Source: an optimization exercise on an open RTL-to-GDS flow (aim: small area and a short achievable clock period). Production flows keep margins and buffers that such runs may drop. The RTL of this run was laid out without a check of its function. Power figures rest on the tool's default switching activity, not on a simulated workload.

<file path="design.v">
`default_nettype none
package frame_gen_pkg;
	typedef logic [47:0] mac_addr_t;
	typedef logic [31:0] ip_addr_t;
	typedef logic [15:0] udp_port_t;
	typedef logic [2:0]  cfg_addr_t;
	typedef logic [31:0] cfg_word_t;
	typedef enum logic [1:0] {
		KIND_UDP  = 2'd0,
		KIND_ARP  = 2'd1,
		KIND_ICMP = 2'd2
	} frame_kind_t;
	typedef struct packed {
		logic      enable;
		mac_addr_t local_mac;
		ip_addr_t  local_ip;
		mac_addr_t peer_mac;
		ip_addr_t  peer_ip;
		udp_port_t src_port;
		udp_port_t dst_port;
	} frame_cfg_t;
	typedef struct packed {
		logic [7:0] data;
		logic       last;
	} stream_beat_t;
	localparam cfg_addr_t REG_CTRL         = 3'd0;  
	localparam cfg_addr_t REG_LOCAL_MAC_HI = 3'd1;
	localparam cfg_addr_t REG_LOCAL_MAC_LO = 3'd2;
	localparam cfg_addr_t REG_LOCAL_IP     = 3'd3;
	localparam cfg_addr_t REG_PEER_MAC_HI  = 3'd4;
	localparam cfg_addr_t REG_PEER_MAC_LO  = 3'd5;
	localparam cfg_addr_t REG_PEER_IP      = 3'd6;
	localparam cfg_addr_t REG_PORTS        = 3'd7;  
	localparam mac_addr_t DEF_LOCAL_MAC = 48'h0024_7EDF_CA5E;
	localparam ip_addr_t  DEF_LOCAL_IP  = {8'd192, 8'd168, 8'd0, 8'd119};
	localparam mac_addr_t DEF_PEER_MAC  = 48'h00D0_0800_0002;
	localparam ip_addr_t  DEF_PEER_IP   = {8'd192, 8'd168, 8'd0, 8'd110};
	localparam udp_port_t DEF_PORT      = 16'd8080;
	localparam logic [15:0] ETH_TYPE_IPV4  = 16'h0800;
	localparam logic [15:0] ETH_TYPE_ARP   = 16'h0806;
	localparam logic [15:0] ARP_OP_REQUEST = 16'h0001;
	localparam logic [7:0]  IP_PROTO_UDP   = 8'd17;
	localparam logic [7:0]  IP_PROTO_ICMP  = 8'd1;
	localparam logic [7:0]  IP_TTL         = 8'h80;
	localparam logic [31:0]  UDP_FLAG_WORD = 32'hE1EC_0C0D;
	localparam logic [127:0] UDP_PAYLOAD   = 128'h1234_5611_1134_5678_1234_5678_AABB_CCDD;
	localparam logic [15:0]  ICMP_ID       = 16'h0001;
	localparam logic [15:0]  ICMP_SEQ      = 16'h0005;
	localparam logic [255:0] ICMP_PAYLOAD  =
		256'h6162_6364_6566_6768_696a_6b6c_6d6e_6f70_7172_7374_7576_7761_6263_6465_6667_6869;
	localparam int ETH_HDR_BYTES   = 14;
	localparam int IP_HDR_BYTES    = 20;
	localparam int ARP_BYTES       = 42;
	localparam int ICMP_BYTES      = 74;
	localparam int UDP_BYTES       = 62;
	localparam int MIN_FRAME_BYTES = 60;
	localparam int FCS_BYTES       = 4;
	localparam int MAX_BODY_BYTES  = ICMP_BYTES;
	localparam int BYTE_IDX_W      = $clog2(MAX_BODY_BYTES);
	localparam int FRAMES_PER_KIND   = 5;
	localparam int FRAME_CNT_W       = $clog2(FRAMES_PER_KIND);
	localparam int GAP_CYCLES        = 16;
	localparam int GAP_CNT_W         = $clog2(GAP_CYCLES);
	localparam logic [31:0] CRC_POLY = 32'hEDB8_8320;
	function automatic int padded_len(input int n);
		int r;
		if (n < MIN_FRAME_BYTES)
			r = MIN_FRAME_BYTES;
		else
			r = n;
		padded_len = r;
	endfunction
endpackage
`default_nettype wire
`timescale 1ns/1ps
`default_nettype none
module frame_cfg_regs (
	input  logic       sys_clk,
	input  logic       sys_rst,
	input  logic       cfg_we,
	input  frame_gen_pkg::cfg_addr_t  cfg_addr,
	input  frame_gen_pkg::cfg_word_t  cfg_wdata,
	output frame_gen_pkg::frame_cfg_t cfg
);
	always_ff @(posedge sys_clk) begin
		if (sys_rst) begin
			cfg.enable    <= 1'b0;
			cfg.local_mac <= frame_gen_pkg::DEF_LOCAL_MAC;
			cfg.local_ip  <= frame_gen_pkg::DEF_LOCAL_IP;
			cfg.peer_mac  <= frame_gen_pkg::DEF_PEER_MAC;
			cfg.peer_ip   <= frame_gen_pkg::DEF_PEER_IP;
			cfg.src_port  <= frame_gen_pkg::DEF_PORT;
			cfg.dst_port  <= frame_gen_pkg::DEF_PORT;
		end else if (cfg_we) begin
			case (cfg_addr)
				frame_gen_pkg::REG_CTRL:         cfg.enable <= cfg_wdata[0];
				frame_gen_pkg::REG_LOCAL_MAC_HI: cfg.local_mac[47:32] <= cfg_wdata[15:0];
				frame_gen_pkg::REG_LOCAL_MAC_LO: cfg.local_mac[31:0] <= cfg_wdata;
				frame_gen_pkg::REG_LOCAL_IP:     cfg.local_ip <= cfg_wdata;
				frame_gen_pkg::REG_PEER_MAC_HI:  cfg.peer_mac[47:32] <= cfg_wdata[15:0];
				frame_gen_pkg::REG_PEER_MAC_LO:  cfg.peer_mac[31:0] <= cfg_wdata;
				frame_gen_pkg::REG_PEER_IP:      cfg.peer_ip <= cfg_wdata;
				frame_gen_pkg::REG_PORTS: begin
					cfg.src_port <= cfg_wdata[31:16];
					cfg.dst_port <= cfg_wdata[15:0];
				end
				default: ;
			endcase
		end
	end
endmodule
`default_nettype wire
`timescale 1ns/1ps
`default_nettype none
module frame_gen_top (
	input  logic         sys_clk,
	input  logic         sys_rst,
	input  logic         cfg_we,
	input  frame_gen_pkg::cfg_addr_t    cfg_addr,
	input  frame_gen_pkg::cfg_word_t    cfg_wdata,
	output frame_gen_pkg::stream_beat_t tx_beat,
	output logic         tx_valid,
	input  logic         tx_ready
);
	frame_gen_pkg::frame_cfg_t  cfg;
	frame_cfg_regs u_cfg_regs (
		.sys_clk   (sys_clk),
		.sys_rst   (sys_rst),
		.cfg_we    (cfg_we),
		.cfg_addr  (cfg_addr),
		.cfg_wdata (cfg_wdata),
		.cfg       (cfg)
	);
	logic       frame_start;
	logic       frame_done;
	logic       valid;      
	logic       busy;       
	logic       gap_done;
	logic [3:0] gap_cnt;
	logic [2:0] frame_cnt;
	frame_gen_pkg::frame_kind_t frame_kind;
	frame_gen_pkg::frame_kind_t next_kind;
	assign busy     = frame_start || valid || frame_done;
	assign gap_done = !busy && cfg.enable && (gap_cnt == 4'd15);
	always_ff @(posedge sys_clk) begin
		if (sys_rst) begin
			gap_cnt     <= '0;
			frame_start <= 1'b0;
		end else begin
			frame_start <= gap_done;
			if (busy || !cfg.enable || gap_done)
				gap_cnt <= '0;
			else
				gap_cnt <= gap_cnt + 1'b1;
		end
	end
	always_comb begin
		case (frame_kind)
			frame_gen_pkg::KIND_UDP: next_kind = frame_gen_pkg::KIND_ARP;
			frame_gen_pkg::KIND_ARP: next_kind = frame_gen_pkg::KIND_ICMP;
			default:  next_kind = frame_gen_pkg::KIND_UDP;
		endcase
	end
	always_ff @(posedge sys_clk) begin
		if (sys_rst) begin
			frame_kind <= frame_gen_pkg::KIND_UDP;
			frame_cnt  <= '0;
		end else if (frame_done) begin
			if (frame_cnt == 3'd4) begin
				frame_cnt  <= '0;
				frame_kind <= next_kind;
			end else begin
				frame_cnt <= frame_cnt + 1'b1;
			end
		end
	end
	frame_gen_pkg::mac_addr_t s_local_mac;
	frame_gen_pkg::ip_addr_t  s_local_ip;
	frame_gen_pkg::mac_addr_t s_peer_mac;
	frame_gen_pkg::ip_addr_t  s_peer_ip;
	frame_gen_pkg::udp_port_t s_src_port;
	frame_gen_pkg::udp_port_t s_dst_port;
	always_ff @(posedge sys_clk) begin
		if (frame_start) begin
			s_local_mac <= cfg.local_mac;
			s_local_ip  <= cfg.local_ip;
			s_peer_mac  <= cfg.peer_mac;
			s_peer_ip   <= cfg.peer_ip;
			s_src_port  <= cfg.src_port;
			s_dst_port  <= cfg.dst_port;
		end
	end
	logic [18:0] csum_sum;
	logic [16:0] csum_f1;
	logic [16:0] csum_f2;
	logic [15:0] ip_csum;
	always_comb begin
		csum_sum = 19'(s_local_ip[31:16]) + 19'(s_local_ip[15:0]) + 19'(s_peer_ip[31:16]) + 19'(s_peer_ip[15:0])
			+ ((frame_kind == frame_gen_pkg::KIND_ICMP) ? 19'h1053D : 19'h10541);
		csum_f1  = 17'(csum_sum[15:0]) + 17'(csum_sum[18:16]);
		csum_f2  = 17'(csum_f1[15:0]) + 17'(csum_f1[16]);
	end
	always_ff @(posedge sys_clk)
		ip_csum <= ~csum_f2[15:0];
	logic [6:0] nidx;
	logic [6:0] last_idx;
	logic [7:0] nxt_byte;
	always_comb begin
		case (frame_kind)
			frame_gen_pkg::KIND_ARP:  last_idx = 7'd59;
			frame_gen_pkg::KIND_ICMP: last_idx = 7'd73;
			default:                  last_idx = 7'd61;
		endcase
	end
	always_comb begin
		nxt_byte = 8'h00;
		case (frame_kind)
			frame_gen_pkg::KIND_ARP: begin
				case (nidx)
					7'd1: nxt_byte = 8'hFF;
					7'd2: nxt_byte = 8'hFF;
					7'd3: nxt_byte = 8'hFF;
					7'd4: nxt_byte = 8'hFF;
					7'd5: nxt_byte = 8'hFF;
					7'd6: nxt_byte = s_local_mac[47:40];
					7'd7: nxt_byte = s_local_mac[39:32];
					7'd8: nxt_byte = s_local_mac[31:24];
					7'd9: nxt_byte = s_local_mac[23:16];
					7'd10: nxt_byte = s_local_mac[15:8];
					7'd11: nxt_byte = s_local_mac[7:0];
					7'd12: nxt_byte = 8'h08;
					7'd13: nxt_byte = 8'h06;
					7'd15: nxt_byte = 8'h01;
					7'd16: nxt_byte = 8'h08;
					7'd18: nxt_byte = 8'h06;
					7'd19: nxt_byte = 8'h04;
					7'd21: nxt_byte = 8'h01;
					7'd22: nxt_byte = s_local_mac[47:40];
					7'd23: nxt_byte = s_local_mac[39:32];
					7'd24: nxt_byte = s_local_mac[31:24];
					7'd25: nxt_byte = s_local_mac[23:16];
					7'd26: nxt_byte = s_local_mac[15:8];
					7'd27: nxt_byte = s_local_mac[7:0];
					7'd28: nxt_byte = s_local_ip[31:24];
					7'd29: nxt_byte = s_local_ip[23:16];
					7'd30: nxt_byte = s_local_ip[15:8];
					7'd31: nxt_byte = s_local_ip[7:0];
					7'd38: nxt_byte = s_peer_ip[31:24];
					7'd39: nxt_byte = s_peer_ip[23:16];
					7'd40: nxt_byte = s_peer_ip[15:8];
					7'd41: nxt_byte = s_peer_ip[7:0];
					default: nxt_byte = 8'h00;
				endcase
			end
			frame_gen_pkg::KIND_ICMP: begin
				case (nidx)
					7'd1: nxt_byte = s_peer_mac[39:32];
					7'd2: nxt_byte = s_peer_mac[31:24];
					7'd3: nxt_byte = s_peer_mac[23:16];
					7'd4: nxt_byte = s_peer_mac[15:8];
					7'd5: nxt_byte = s_peer_mac[7:0];
					7'd6: nxt_byte = s_local_mac[47:40];
					7'd7: nxt_byte = s_local_mac[39:32];
					7'd8: nxt_byte = s_local_mac[31:24];
					7'd9: nxt_byte = s_local_mac[23:16];
					7'd10: nxt_byte = s_local_mac[15:8];
					7'd11: nxt_byte = s_local_mac[7:0];
					7'd12: nxt_byte = 8'h08;
					7'd14: nxt_byte = 8'h45;
					7'd17: nxt_byte = 8'h3C;
					7'd20: nxt_byte = 8'h40;
					7'd22: nxt_byte = 8'h80;
					7'd23: nxt_byte = 8'h01;
					7'd24: nxt_byte = ip_csum[15:8];
					7'd25: nxt_byte = ip_csum[7:0];
					7'd26: nxt_byte = s_local_ip[31:24];
					7'd27: nxt_byte = s_local_ip[23:16];
					7'd28: nxt_byte = s_local_ip[15:8];
					7'd29: nxt_byte = s_local_ip[7:0];
					7'd30: nxt_byte = s_peer_ip[31:24];
					7'd31: nxt_byte = s_peer_ip[23:16];
					7'd32: nxt_byte = s_peer_ip[15:8];
					7'd33: nxt_byte = s_peer_ip[7:0];
					7'd34: nxt_byte = 8'h08;
					7'd36: nxt_byte = 8'h4D;
					7'd37: nxt_byte = 8'h56;
					7'd39: nxt_byte = 8'h01;
					7'd41: nxt_byte = 8'h05;
					7'd42: nxt_byte = 8'h61;
					7'd43: nxt_byte = 8'h62;
					7'd44: nxt_byte = 8'h63;
					7'd45: nxt_byte = 8'h64;
					7'd46: nxt_byte = 8'h65;
					7'd47: nxt_byte = 8'h66;
					7'd48: nxt_byte = 8'h67;
					7'd49: nxt_byte = 8'h68;
					7'd50: nxt_byte = 8'h69;
					7'd51: nxt_byte = 8'h6A;
					7'd52: nxt_byte = 8'h6B;
					7'd53: nxt_byte = 8'h6C;
					7'd54: nxt_byte = 8'h6D;
					7'd55: nxt_byte = 8'h6E;
					7'd56: nxt_byte = 8'h6F;
					7'd57: nxt_byte = 8'h70;
					7'd58: nxt_byte = 8'h71;
					7'd59: nxt_byte = 8'h72;
					7'd60: nxt_byte = 8'h73;
					7'd61: nxt_byte = 8'h74;
					7'd62: nxt_byte = 8'h75;
					7'd63: nxt_byte = 8'h76;
					7'd64: nxt_byte = 8'h77;
					7'd65: nxt_byte = 8'h61;
					7'd66: nxt_byte = 8'h62;
					7'd67: nxt_byte = 8'h63;
					7'd68: nxt_byte = 8'h64;
					7'd69: nxt_byte = 8'h65;
					7'd70: nxt_byte = 8'h66;
					7'd71: nxt_byte = 8'h67;
					7'd72: nxt_byte = 8'h68;
					7'd73: nxt_byte = 8'h69;
					default: nxt_byte = 8'h00;
				endcase
			end
			default: begin
				case (nidx)
					7'd1: nxt_byte = s_peer_mac[39:32];
					7'd2: nxt_byte = s_peer_mac[31:24];
					7'd3: nxt_byte = s_peer_mac[23:16];
					7'd4: nxt_byte = s_peer_mac[15:8];
					7'd5: nxt_byte = s_peer_mac[7:0];
					7'd6: nxt_byte = s_local_mac[47:40];
					7'd7: nxt_byte = s_local_mac[39:32];
					7'd8: nxt_byte = s_local_mac[31:24];
					7'd9: nxt_byte = s_local_mac[23:16];
					7'd10: nxt_byte = s_local_mac[15:8];
					7'd11: nxt_byte = s_local_mac[7:0];
					7'd12: nxt_byte = 8'h08;
					7'd14: nxt_byte = 8'h45;
					7'd17: nxt_byte = 8'h30;
					7'd20: nxt_byte = 8'h40;
					7'd22: nxt_byte = 8'h80;
					7'd23: nxt_byte = 8'h11;
					7'd24: nxt_byte = ip_csum[15:8];
					7'd25: nxt_byte = ip_csum[7:0];
					7'd26: nxt_byte = s_local_ip[31:24];
					7'd27: nxt_byte = s_local_ip[23:16];
					7'd28: nxt_byte = s_local_ip[15:8];
					7'd29: nxt_byte = s_local_ip[7:0];
					7'd30: nxt_byte = s_peer_ip[31:24];
					7'd31: nxt_byte = s_peer_ip[23:16];
					7'd32: nxt_byte = s_peer_ip[15:8];
					7'd33: nxt_byte = s_peer_ip[7:0];
					7'd34: nxt_byte = s_src_port[15:8];
					7'd35: nxt_byte = s_src_port[7:0];
					7'd36: nxt_byte = s_dst_port[15:8];
					7'd37: nxt_byte = s_dst_port[7:0];
					7'd39: nxt_byte = 8'h1C;
					7'd42: nxt_byte = 8'hE1;
					7'd43: nxt_byte = 8'hEC;
					7'd44: nxt_byte = 8'h0C;
					7'd45: nxt_byte = 8'h0D;
					7'd46: nxt_byte = 8'h12;
					7'd47: nxt_byte = 8'h34;
					7'd48: nxt_byte = 8'h56;
					7'd49: nxt_byte = 8'h11;
					7'd50: nxt_byte = 8'h11;
					7'd51: nxt_byte = 8'h34;
					7'd52: nxt_byte = 8'h56;
					7'd53: nxt_byte = 8'h78;
					7'd54: nxt_byte = 8'h12;
					7'd55: nxt_byte = 8'h34;
					7'd56: nxt_byte = 8'h56;
					7'd57: nxt_byte = 8'h78;
					7'd58: nxt_byte = 8'hAA;
					7'd59: nxt_byte = 8'hBB;
					7'd60: nxt_byte = 8'hCC;
					7'd61: nxt_byte = 8'hDD;
					default: nxt_byte = 8'h00;
				endcase
			end
		endcase
	end
	function automatic logic [31:0] crc_tab(input logic [7:0] x);
		logic [31:0] r;
		r = {24'h0, x};
		for (int b = 0; b < 8; b++)
			r = r[0] ? ((r >> 1) ^ frame_gen_pkg::CRC_POLY) : (r >> 1);
		crc_tab = r;
	endfunction
	logic [7:0]  out_data;
	logic        out_last;
	logic        fcs;        
	logic        is_last;    
	logic [1:0]  fcs_cnt;
	logic [31:0] crc;
	logic [7:0]  crc_x;
	logic [31:0] crc_next;
	logic        xfer;
	assign xfer     = valid && tx_ready;
	assign crc_x    = fcs ? 8'h00 : (crc[7:0] ^ out_data);
	assign crc_next = (crc >> 8) ^ crc_tab(crc_x);
	always_ff @(posedge sys_clk) begin
		if (sys_rst) begin
			valid      <= 1'b0;
			out_last   <= 1'b0;
			frame_done <= 1'b0;
		end else begin
			frame_done <= xfer && out_last;
			if (frame_start) begin
				valid    <= 1'b1;
				out_last <= 1'b0;
			end else if (xfer) begin
				if (out_last)
					valid <= 1'b0;
				out_last <= fcs && (fcs_cnt == 2'd2);
			end
		end
	end
	always_ff @(posedge sys_clk) begin
		if (frame_start) begin
			fcs      <= 1'b0;
			is_last  <= 1'b0;
			nidx     <= 7'd1;
			crc      <= '1;
			out_data <= (frame_kind == frame_gen_pkg::KIND_ARP) ? 8'hFF : cfg.peer_mac[47:40];
		end else if (xfer) begin
			crc <= crc_next;
			if (fcs || is_last) begin
				fcs      <= 1'b1;
				fcs_cnt  <= is_last ? 2'd0 : fcs_cnt + 1'b1;
				is_last  <= 1'b0;
				out_data <= ~crc_next[7:0];
			end else begin
				nidx     <= nidx + 1'b1;
				is_last  <= (nidx == last_idx);
				out_data <= nxt_byte;
			end
		end
	end
	assign tx_valid     = valid;
	assign tx_beat.data = out_data;
	assign tx_beat.last = out_last;
endmodule
`default_nettype wire
</file>
<file path="run.sh">
#!/bin/bash
# synth_recipe.tcl (not shown) runs the flow's synth.tcl, then flattens the netlist and writes it again
# the make line also repeats each setting of config.mk as NAME=value (left out here)
make -C /OpenROAD-flow-scripts/flow DESIGN_CONFIG=/design/flow/config.mk WORK_HOME=/design/flow/orfs CLKGATE_MAP_FILE= SYNTH_SCRIPT=/design/flow/synth_recipe.tcl finish
</file>
<file path="config.mk">
export PLATFORM = sky130hd
export DESIGN_NAME = frame_gen_top
export DESIGN_NICKNAME = frame_gen_top
export VERILOG_FILES = /design/flow/design.v
export SDC_FILE = /design/flow/constraint.sdc
export NUM_CORES = 4
export LEC_CHECK = 0
export CAP_MARGIN = 20
export CORE_MARGIN = 2
export CORE_UTILIZATION = 40
export SLEW_MARGIN = 20
</file>
<file path="constraint.sdc">
create_clock -name core_clock -period 12.0 [get_ports {sys_clk}]
set_input_delay 2.4000 -clock core_clock [delete_from_list [all_inputs] [get_ports {sys_clk}]]
set_output_delay 2.4000 -clock core_clock [all_outputs]
set_load 0.01 [all_outputs]
</file>
==> results.txt <==
==> cells in the final DEF, fill, tap and decap left out, types with 7 or more instances in the layout <==
cell,count
a221oi_1,10
clkbuf_8,11
xnor2_1,78
mux2i_1,7
a211oi_1,10
nand3b_1,69
nor2b_1,16
a22o_1,9
nor4_1,7
or2_2,8
or3_1,12
a21oi_1,174
buf_4,39
and2_1,13
nor2_2,7
edfxtp_1,194
nand4_1,25
o22ai_1,13
clkdlybuf4s50_1,47
clkinv_2,8
fa_1,33
ha_1,52
xor2_1,41
nor2_1,117
and3_1,18
a211o_1,33
nand2b_1,15
nand2_1,439
a22oi_1,103
clkbuf_16,51
nor3_1,24
o21ai_0,33
clkbuf_1,9
dfxtp_1,262
nand3_1,46
inv_1,82
a21o_1,11
a31oi_1,15
==> how the worst max path moves through the flow <==
stage | endpoint | startpoint | cells after the start
final | ip_csum[11] | frame_kind[0] | 35
after CTS | ip_csum[11] | frame_kind[0] | 34
after global routing | ip_csum[11] | frame_kind[0] | 37
after global placement | ip_csum[11] | frame_kind[0] | 35
after floorplan | ip_csum[11] | frame_kind[0] | 36
after detailed placement | ip_csum[11] | frame_kind[0] | 34
==> kinds of logic (layout without fill, tap and decap cells) <==
logic type                 after synthesis  count (layout)  share of synthesized area
muxes                                    8               8                    0.00374
xor gates and xnor gates               119             119                     0.0479
adders and majority gates               85              85                     0.0603
buffers and inverters                  215             265                     0.0387
and+or+nand+nor                        865             865                      0.190
AOI/OAI and AO/OA                      484             484                      0.150
DFF                                    457             457                      0.510
==> cell type report <==
cell class | count | area, sq um | share of cell area
clock buffer | 71 | 1460 | 0.0592
sequential | 457 | 11100 | 0.449
clock inverter | 23 | 279 | 0.0113
multi-input combinational | 1561 | 9890 | 0.400
inverter | 83 | 312 | 0.0126
tap | 696 | 871 | 0.0353
timing repair buffer | 88 | 795 | 0.0322
==> Yosys cell counts (8+ instances only) <==
| library cell | instances | area share |
|---|---|---|
| xor2_1 | 41 | 0.017 |
| and3_1 | 18 | 0.0052 |
| a22oi_1 | 103 | 0.036 |
| nand3b_1 | 69 | 0.024 |
| nor2b_1 | 16 | 0.0046 |
| inv_1 | 82 | 0.014 |
| a22o_1 | 9 | 0.0036 |
| buf_2 | 12 | 0.0028 |
| fa_1 | 33 | 0.030 |
| nand2b_1 | 15 | 0.0043 |
| nand2_1 | 440 | 0.076 |
| edfxtp_1 | 194 | 0.27 |
| o22ai_1 | 13 | 0.0037 |
| dfxtp_1 | 263 | 0.24 |
| xnor2_1 | 78 | 0.031 |
| a211o_1 | 33 | 0.013 |
| clkbuf_1 | 113 | 0.020 |
| and2_1 | 13 | 0.0037 |
| nor2_1 | 123 | 0.021 |
| ha_1 | 52 | 0.030 |
| nand3_1 | 46 | 0.011 |
| a21oi_1 | 174 | 0.040 |
| or3_1 | 12 | 0.0035 |
| a221oi_1 | 10 | 0.0040 |
| o21ai_0 | 33 | 0.0076 |
| nand4_1 | 25 | 0.0072 |
| a211oi_1 | 10 | 0.0035 |
| or2_2 | 8 | 0.0023 |
| a21o_1 | 11 | 0.0038 |
| a31oi_1 | 15 | 0.0043 |
| nor3_1 | 29 | 0.0067 |
==> flip-flops by register name, summed over array words and instances (netlist names), 2 cells and up <==
register	cells
frame_cnt	3
fcs_cnt	2
s_dst_port	16
u_cfg_regs.cfg	193
s_local_ip	32
crc	32
out_data	8
s_src_port	16
s_peer_mac	40
gap_cnt	4
nidx	7
frame_kind	2
s_local_mac	48
ip_csum	16
s_peer_ip	32
==> per-layer routing <==
| metal | up-vias | global-route usage | routed length [um] | share of wire |
|---|---|---|---|---|
| li1 | 7955 | - | - | - |
| met1 | 8728 | 0.403 | 35600 | 0.45 |
| met2 | 821 | 0.411 | 33700 | 0.42 |
| met3 | 178 | 0.0509 | 6470 | 0.081 |
| met4 | 0 | 0.125 | 3800 | 0.048 |
| met5 | - | 0 | 0 | 0 |
==> power by group <==
group	switching (mW)	leakage, nW	total [mW]	internal, mW
sequential	0.00891	4.09	1.64	1.63
combinational	0.0622	4.46	0.0905	0.0284
clock	0.671	0.857	1.60	0.926
total	0.742	9.40	3.32	2.58
==> summary.md <==
| Metric | Value |
|---|---|
| Clk root buf | `clkbuf_16` |
| Avg Cell Area, Syn | `9.74 sq um` |
| Max-slew headroom | `0.224` |
| Worst Tran Pin Value | `1.16 ns` |
| Post CTS Setup Buffer Count | `0` |
| Worst stage delay on the critical path | `0.51 ns` |
| Post-CTS Resized | `0` |
| Layout Cell Area excl Fill | `24700 sq um` |
| Seq/Total Area, Yosys | `0.510` |
| Crit path kind | `reg2reg` |
| Post-synth top flop | `dfxtp_1` |
| Final core occ | `0.459` |
| Die Wd | `237 um` |
| Peak VDD IR | `0.000108 V` |
| CTS Buf Count | `50` |
| Global placer's final weighted congestion | `1.00` |
| IO Port Bufs | `48` |
| R2r endpoint | `ip_csum[11]` |
| Design Power | `3.32 mW` |
| Final ANT Viol Nets | `0` |
| Final worst slack | `3.73 ns` |
| Gr usage total | `0.280` |
| Post-synthesis net count | `2357` |
| Initial Util | `0.404` |
| Share of cells above drive strength 1 | `0.0727` |
| Most used cell, CP | `inv_1` |
| Initial antenna violation count | `0` |
| CORE AREA | `53800 sq um` |
| LEAKAGE | `9.40 nW` |
| Netlist Area Pre-Place | `21700 sq um` |
| Achievable clock frequency | `121 MHz` |
| Die area | `56200 sq um` |
| Critical path buffers and inverters | `6` |
| CTS tree | `yes` |
| Syn. warnings | `2` |
| First-pass GRT wire length | `115 mm` |
| Largest net degree at the start of global routing | `158` |
| TNS Setup | `0 ns` |
| H-tree depth | `2` |
| Post-synth EDFFs | `194` |
| Gr ovfl total | `0` |
| Filler cells | `5069` |
| Synth cell types | `83` |
| Power Density | `135 nW/um^2` |
| Worst Hold Class | `reg2reg` |
| Hold Startpoint | `u_cfg_regs.cfg[169]` |
| P&R area growth vs syn | `13.6%` |
| Diode count | `0` |
| DRC | `0` |
| Tmin final | `8.27 ns` |
| Placed Cells | `2885` |
| Clock tree buffer depth | `3` |
| CP arrival | `8.70 ns` |
| Hold depth | `0` |
| Io pins | `49` |
| Hold-fix buffers, CTS | `0` |
| Total wire length | `79.5 mm` |
| Hold path endpoint | `s_local_mac[25]` |
| Skew-Pair Late Insertion Delay | `0.64 ns` |
| Slew Viols, Final | `0` |
| Clock-pin slew on the worst setup and hold paths | `0.06 ns` |
| Post-DP HPWL | `56.6 mm` |
| Routed vias | `17700` |
| Max Cap Violations | `0` |
| Tcrit/Tclk final | `0.689` |
| Outcome | `finished clean` |
| Startpoint Class | `flop` |
| Final Hold Fails | `0` |
| Crit path max fanout | `8` |
| NumNets Final | `2365` |
| Wire per inst | `26.7 um` |
| Drt pass-1 iters | `8` |
| Post-Syn Instances | `2233` |
| Row count | `85` |
| Layout Cells excl Fill | `2979` |
| Initial detailed-routing violation count | `2139` |
| Cell family with most CP delay | `adder cells` |
| # setup viols final | `0` |
| CP max stage cell | `fa_1` |
| Worst R2R Setup Slack | `3.73 ns` |
| Reg-to-reg critical path startpoint | `frame_kind[0]` |
| Total clock sinks | `457` |
| Vias in the first global route | `16600` |
| R2r worst-path depth | `35` |
| Element type at the critical path end | `flop` |
| Die Height | `237 um` |
| Unrepaired setup endpoints after global routing | `no` |
| Worst hold slack | `0.424 ns` |
| Final setup skew | `0.0760 ns` |
| Req. time, crit path | `12.43 ns` |
| Routed vias/inst | `5.94` |
| #FFs+latches synth | `457` |
| Post-DP Area | `23000 sq um` |
| Async set-or-reset flop fraction in the synthesized netlist | `0` |
| Pre-CTS WS | `3.78 ns` |

afterwards: timing with drivers on the ports:
No port has a modelled driver above. Below, the same layout with a new extraction and two added sets of constraints. Step 1, drivers: a clkbuf_16 drives sys_clk and a buf_2 each remaining input, both assumed. Step 2 moves the port delays by t, midway between the first and last clock arrival at a register: inputs arrive t later, outputs are due t later. That takes back most of the time a late clock gives input paths. a / b / c = no drivers / after step 1 / after step 2; a / b = the first two.
t, ns: 0.666
slack for setup (ns): 3.729 / 3.729 / 3.729
hold slack, ns: 0.424 / 0.424 / 0.424
latest minus earliest clock arrival (ns): 0.077 / 0.077
slew at the worst register clock pin (ns): 0.07 / 0.07
After both steps this run still meets setup and hold. The setup slack of this run moves by 0.000 ns with the drivers and by 0.000 ns with both steps.
